Source: an optimization exercise on an open RTL-to-GDS flow (aim: small area, a short achievable clock period and few clock cycles per item). Production flows keep margins and buffers that such runs may drop.
In this exercise RTL edits were held to simulation tests only and were not proved equivalent to the original.

==> flow/design.v <==
module mul_div_unit #(
  parameter int XLEN = 32
) (
  input  logic            CLK,
  input  logic            RESET_N,
  input  logic            start,
  input  logic            flush,
  input  logic [4:0]      ALU_sel,
  input  logic [XLEN-1:0] operand1,
  input  logic [XLEN-1:0] operand2,
  output logic            is_md,
  output logic            busy,
  output logic            done,
  output logic [XLEN-1:0] result
);
  typedef enum logic [2:0] {S_IDLE, S_MUL, S_DPREP, S_DIV, S_FIX, S_DONE} state_t;
  state_t       r_state;
  logic [2:0]   r_op;
  logic         r_neg_q;      
  logic         r_neg_r;      
  logic [32:0]  r_x;          
  logic [32:0]  r_y;          
  logic [63:0]  r_acc;        
  logic [4:0]   r_cnt;        
  logic [8:0]   r_win;        
  logic [31:0]  r_result;
  assign is_md = (ALU_sel[4:3] == 2'b01);
  wire w_accept = (r_state == S_IDLE) && start && is_md && !flush;
  wire w_sa = !(ALU_sel[1] & ALU_sel[0]);
  wire w_sb = !ALU_sel[1];
  wire [32:0] w_a_ext = {w_sa & operand1[31], operand1};
  wire [32:0] w_b_ext = {w_sb & operand2[31], operand2};
  function automatic logic [3:0] chunks(input logic [32:0] v);
    chunks[0] = !((&v[32:7])  | ~(|v[32:7]));
    chunks[1] = !((&v[32:15]) | ~(|v[32:15]));
    chunks[2] = !((&v[32:23]) | ~(|v[32:23]));
    chunks[3] = !((&v[32:31]) | ~(|v[32:31]));
  endfunction
  wire [3:0] w_ta = chunks(w_a_ext);
  wire [3:0] w_tb = chunks(w_b_ext);
  wire       w_swap = |(w_tb & ~w_ta);           
  wire        w_dsgn  = !ALU_sel[0];
  wire        w_neg_a = w_dsgn & operand1[31];
  wire        w_neg_b = w_dsgn & operand2[31];
  wire [31:0] w_abs_a = w_neg_a ? (~operand1 + 32'd1) : operand1;
  wire [31:0] w_abs_b = w_neg_b ? (~operand2 + 32'd1) : operand2;
  function automatic logic [8:0] window(input logic [32:0] v, input logic [2:0] j);
    logic [40:0] vx;
    vx = {{7{v[32]}}, v, 1'b0};
    case (j)
      3'd0:    window = vx[8:0];
      3'd1:    window = vx[16:8];
      3'd2:    window = vx[24:16];
      3'd3:    window = vx[32:24];
      default: window = vx[40:32];
    endcase
  endfunction
  function automatic logic [2:0] count4(input logic [3:0] t);
    count4 = {2'b00, t[0]} + {2'b00, t[1]} + {2'b00, t[2]} + {2'b00, t[3]};
  endfunction
  wire [2:0] w_topa = count4(w_ta);
  wire [2:0] w_topb = count4(w_tb);
  wire [8:0] w_wina = window(w_a_ext, w_topa);
  wire [8:0] w_winb = window(w_b_ext, w_topb);
  wire [8:0] w_win  = r_win;
  logic [63:0] w_pp [4];
  logic [3:0]  w_neg;
  always_comb begin
    for (int i = 0; i < 4; i++) begin
      logic b2, b1, b0, one, two;
      logic [33:0] mag, p;
      b0 = w_win[2*i];
      b1 = w_win[2*i+1];
      b2 = w_win[2*i+2];
      one = b1 ^ b0;
      two = (b2 & ~b1 & ~b0) | (~b2 & b1 & b0);
      mag = one ? {r_x[32], r_x} : (two ? {r_x, 1'b0} : 34'd0);
      p   = b2 ? ~mag : mag;
      w_neg[i] = b2;
      w_pp[i]  = {{30{p[33]}}, p} << (2*i);
    end
  end
  wire [63:0] w_acc_nx = {r_acc[55:0], 8'd0} + w_pp[0] + w_pp[1] + w_pp[2] + w_pp[3]
                       + {57'd0, w_neg[3], 1'b0, w_neg[2], 1'b0, w_neg[1], 1'b0, w_neg[0]};
  wire [31:0] w_mul_res = (r_op[1:0] == 2'b00) ? w_acc_nx[31:0] : w_acc_nx[63:32];
  function automatic logic [5:0] lzc(input logic [31:0] v);
    lzc = 6'd32;
    for (int i = 0; i < 32; i++) if (v[i]) lzc = 6'(31 - i);
  endfunction
  wire [31:0] w_ra   = r_acc[31:0];
  wire [5:0]  w_la   = lzc(w_ra);
  wire [5:0]  w_lb   = lzc(r_x[31:0]);
  wire        w_bz   = (r_x[31:0] == 32'd0);
  wire        w_qz   = (w_la > w_lb);                   
  wire [4:0]  w_sh   = 5'(w_lb - w_la);
  wire [31:0] w_dal  = r_x[31:0] << w_sh;
  wire [31:0] w_spc  = r_op[1] ? r_y[31:0] : (w_bz ? 32'hFFFFFFFF : 32'd0);
  wire [31:0] w_d0  = r_x[31:0];
  wire [31:0] w_d1  = {1'b0, r_x[31:1]};
  wire [32:0] w_s0  = {1'b0, w_ra} - {1'b0, w_d0};
  wire        w_q0  = !w_s0[32];
  wire [31:0] w_r0  = w_q0 ? w_s0[31:0] : w_ra;
  wire [32:0] w_s1  = {1'b0, w_r0} - {1'b0, w_d1};
  wire        w_q1  = !w_s1[32];
  wire [31:0] w_r1  = w_q1 ? w_s1[31:0] : w_r0;
  wire        w_one = (r_cnt == 5'd0);                  
  wire        w_last = (r_cnt[4:1] == 4'd0);
  wire [31:0] w_rem_nx = w_one ? w_r0 : w_r1;
  wire [31:0] w_quo_nx = w_one ? {r_acc[62:32], w_q0} : {r_acc[61:32], w_q0, w_q1};
  wire [31:0] w_div_res = r_op[1] ? w_rem_nx : w_quo_nx;
  wire        w_div_neg = r_op[1] ? r_neg_r : r_neg_q;
  wire [31:0] w_fix_in  = r_op[1] ? r_acc[31:0] : r_acc[63:32];
  wire [31:0] w_fix_res = ~w_fix_in + 32'd1;
  always_ff @(posedge CLK or negedge RESET_N) begin
    if (!RESET_N) begin
      r_state  <= S_IDLE;
      r_result <= '0;
    end else begin
      case (r_state)
        S_IDLE:  if (w_accept) r_state <= ALU_sel[2] ? S_DPREP : S_MUL;
        S_MUL:   if (flush) r_state <= S_IDLE;
                 else if (r_cnt[2:0] == 3'd0) begin
                   r_state  <= S_DONE;
                   r_result <= w_mul_res;
                 end
        S_DPREP: if (flush) r_state <= S_IDLE;
                 else if (w_bz || w_qz) begin
                   r_state  <= S_DONE;
                   r_result <= w_spc;
                 end else r_state <= S_DIV;
        S_DIV:   if (flush) r_state <= S_IDLE;
                 else if (w_last) begin
                   if (w_div_neg) r_state <= S_FIX;
                   else begin
                     r_state  <= S_DONE;
                     r_result <= w_div_res;
                   end
                 end
        S_FIX:   if (flush) r_state <= S_IDLE;
                 else begin
                   r_state  <= S_DONE;
                   r_result <= w_fix_res;
                 end
        default: r_state <= S_IDLE;
      endcase
    end
  end
  always_ff @(posedge CLK) begin
    case (r_state)
      S_IDLE: if (w_accept) begin
        r_op    <= ALU_sel[2:0];
        r_neg_q <= w_neg_a ^ w_neg_b;
        r_neg_r <= w_neg_a;
        if (ALU_sel[2]) begin
          r_x   <= {1'b0, w_abs_b};
          r_y   <= {1'b0, operand1};
          r_acc <= {32'd0, w_abs_a};
        end else begin
          r_x   <= w_swap ? w_b_ext : w_a_ext;
          r_y   <= w_swap ? w_a_ext : w_b_ext;
          r_acc <= '0;
          r_cnt <= {2'b00, w_swap ? w_topa : w_topb};
          r_win <= w_swap ? w_wina : w_winb;
        end
      end
      S_MUL: begin
        r_acc <= w_acc_nx;
        r_cnt <= r_cnt - 5'd1;
        r_win <= window(r_y, r_cnt[2:0] - 3'd1);
      end
      S_DPREP: begin
        r_x   <= {1'b0, w_dal};
        r_cnt <= w_sh;
      end
      S_DIV: begin
        r_acc <= {w_quo_nx, w_rem_nx};
        r_x   <= {2'b00, r_x[32:2]};
        r_cnt <= r_cnt - 5'd2;
      end
      default: ;
    endcase
  end
  assign busy   = (r_state != S_IDLE);
  assign done   = (r_state == S_DONE);
  assign result = r_result;
endmodule
clock: 11.0 ns
lec_check: 0
abc_area: 1
cap_margin: 20
core_margin: 2
core_utilization: 40
setup_slack_margin: 5
slew_margin: 20
run.sh (not shown) runs the stock make flow with config.mk's settings and CLKGATE_MAP_FILE= SYNTH_SCRIPT=/design/flow/synth_recipe.tcl, a recipe that flattens the netlist after the stock synthesis.
Testbench counts at the start, summed over its fixed seeds: cycles 10,330, ops 2,400.
Edit:
--- a/flow/design.v
+++ b/flow/design.v
@@ -60,13 +60,13 @@
   endfunction
   wire [2:0] w_topa = count4(w_ta);
   wire [2:0] w_topb = count4(w_tb);
   wire [8:0] w_wina = window(w_a_ext, w_topa);
   wire [8:0] w_winb = window(w_b_ext, w_topb);
   wire [8:0] w_win  = r_win;
-  logic [63:0] w_pp [4];
+  logic [41:0] w_pp [4];
   logic [3:0]  w_neg;
   always_comb begin
     for (int i = 0; i < 4; i++) begin
       logic b2, b1, b0, one, two;
       logic [33:0] mag, p;
       b0 = w_win[2*i];
@@ -74,17 +74,20 @@
       b2 = w_win[2*i+2];
       one = b1 ^ b0;
       two = (b2 & ~b1 & ~b0) | (~b2 & b1 & b0);
       mag = one ? {r_x[32], r_x} : (two ? {r_x, 1'b0} : 34'd0);
       p   = b2 ? ~mag : mag;
       w_neg[i] = b2;
-      w_pp[i]  = {{30{p[33]}}, p} << (2*i);
+      w_pp[i]  = {{8{p[33]}}, p} << (2*i);
     end
   end
-  wire [63:0] w_acc_nx = {r_acc[55:0], 8'd0} + w_pp[0] + w_pp[1] + w_pp[2] + w_pp[3]
-                       + {57'd0, w_neg[3], 1'b0, w_neg[2], 1'b0, w_neg[1], 1'b0, w_neg[0]};
+  wire [41:0] w_low = {2'b01, r_acc[31:0], 8'd0} + w_pp[0] + w_pp[1] + w_pp[2] + w_pp[3]
+                    + {35'd0, w_neg[3], 1'b0, w_neg[2], 1'b0, w_neg[1], 1'b0, w_neg[0]};
+  wire [23:0] w_up    = r_acc[55:32];
+  wire [23:0] w_up_nx = w_low[41] ? (w_up + 24'd1) : (w_low[40] ? w_up : (w_up - 24'd1));
+  wire [63:0] w_acc_nx = {w_up_nx, w_low[39:0]};
   wire [31:0] w_mul_res = (r_op[1:0] == 2'b00) ? w_acc_nx[31:0] : w_acc_nx[63:32];
   function automatic logic [5:0] lzc(input logic [31:0] v);
     lzc = 6'd32;
     for (int i = 0; i < 32; i++) if (v[i]) lzc = 6'(31 - i);
   endfunction
   wire [31:0] w_ra   = r_acc[31:0];
@@ -148,23 +151,17 @@
   always_ff @(posedge CLK) begin
     case (r_state)
       S_IDLE: if (w_accept) begin
         r_op    <= ALU_sel[2:0];
         r_neg_q <= w_neg_a ^ w_neg_b;
         r_neg_r <= w_neg_a;
-        if (ALU_sel[2]) begin
-          r_x   <= {1'b0, w_abs_b};
-          r_y   <= {1'b0, operand1};
-          r_acc <= {32'd0, w_abs_a};
-        end else begin
-          r_x   <= w_swap ? w_b_ext : w_a_ext;
-          r_y   <= w_swap ? w_a_ext : w_b_ext;
-          r_acc <= '0;
-          r_cnt <= {2'b00, w_swap ? w_topa : w_topb};
-          r_win <= w_swap ? w_wina : w_winb;
-        end
+        r_x     <= ALU_sel[2] ? {1'b0, w_abs_b} : (w_swap ? w_b_ext : w_a_ext);
+        r_y     <= (w_swap || ALU_sel[2]) ? w_a_ext : w_b_ext;
+        r_acc   <= {32'd0, ALU_sel[2] ? w_abs_a : 32'd0};
+        r_cnt   <= {2'b00, w_swap ? w_topa : w_topb};
+        r_win   <= w_swap ? w_wina : w_winb;
       end
       S_MUL: begin
         r_acc <= w_acc_nx;
         r_cnt <= r_cnt - 5'd1;
         r_win <= window(r_y, r_cnt[2:0] - 3'd1);
       end
The changed run finished clean.
Setup slack improves by 0.033 ns.
Area after synthesis falls by a few percent.
Cell count falls by a few percent.
Maximum frequency rises slightly.
Final area falls by a few percent.
Routed wire length falls by roughly a tenth.
Clock skew barely changes.
Sequential cell count does not change.
Testbench counts after the change, summed over its fixed seeds: cycles 10,330, ops 2,400.

[re-timing with driven ports]
How much do the figures lean on ideal ports? The routed layouts below were timed once more, with nothing changed but the port constraints.
Step 1 (the two cells are an assumption about what drives the block):
set clk [get_ports {CLK}]
set_driving_cell -lib_cell sky130_fd_sc_hd__clkbuf_16 $clk
set_driving_cell -lib_cell sky130_fd_sc_hd__buf_2 [delete_from_list [all_inputs] $clk]
Step 2, shift: input delay + t, output delay - t, t = (earliest + latest rising clock arrival at the registers) / 2. This alone moves slack from input paths to output paths.
Slacks: ideal / step 1 / step 2; pairs: ideal / step 1.
run	shift t [ns]	setup WS [ns]	clock arrival spread, ns	worst register clock-pin slew, ns
the first run	0.518	4.790 / 4.790 / 4.577	0.019 / 0.019	0.09 / 0.09
the second run	0.559	4.823 / 4.823 / 4.494	0.020 / 0.021	0.09 / 0.09
After both steps setup and hold are still met in every run listed. The setup slack of the second run, which loses most, moves by 0.000 ns with the drivers and by -0.329 ns with both steps.
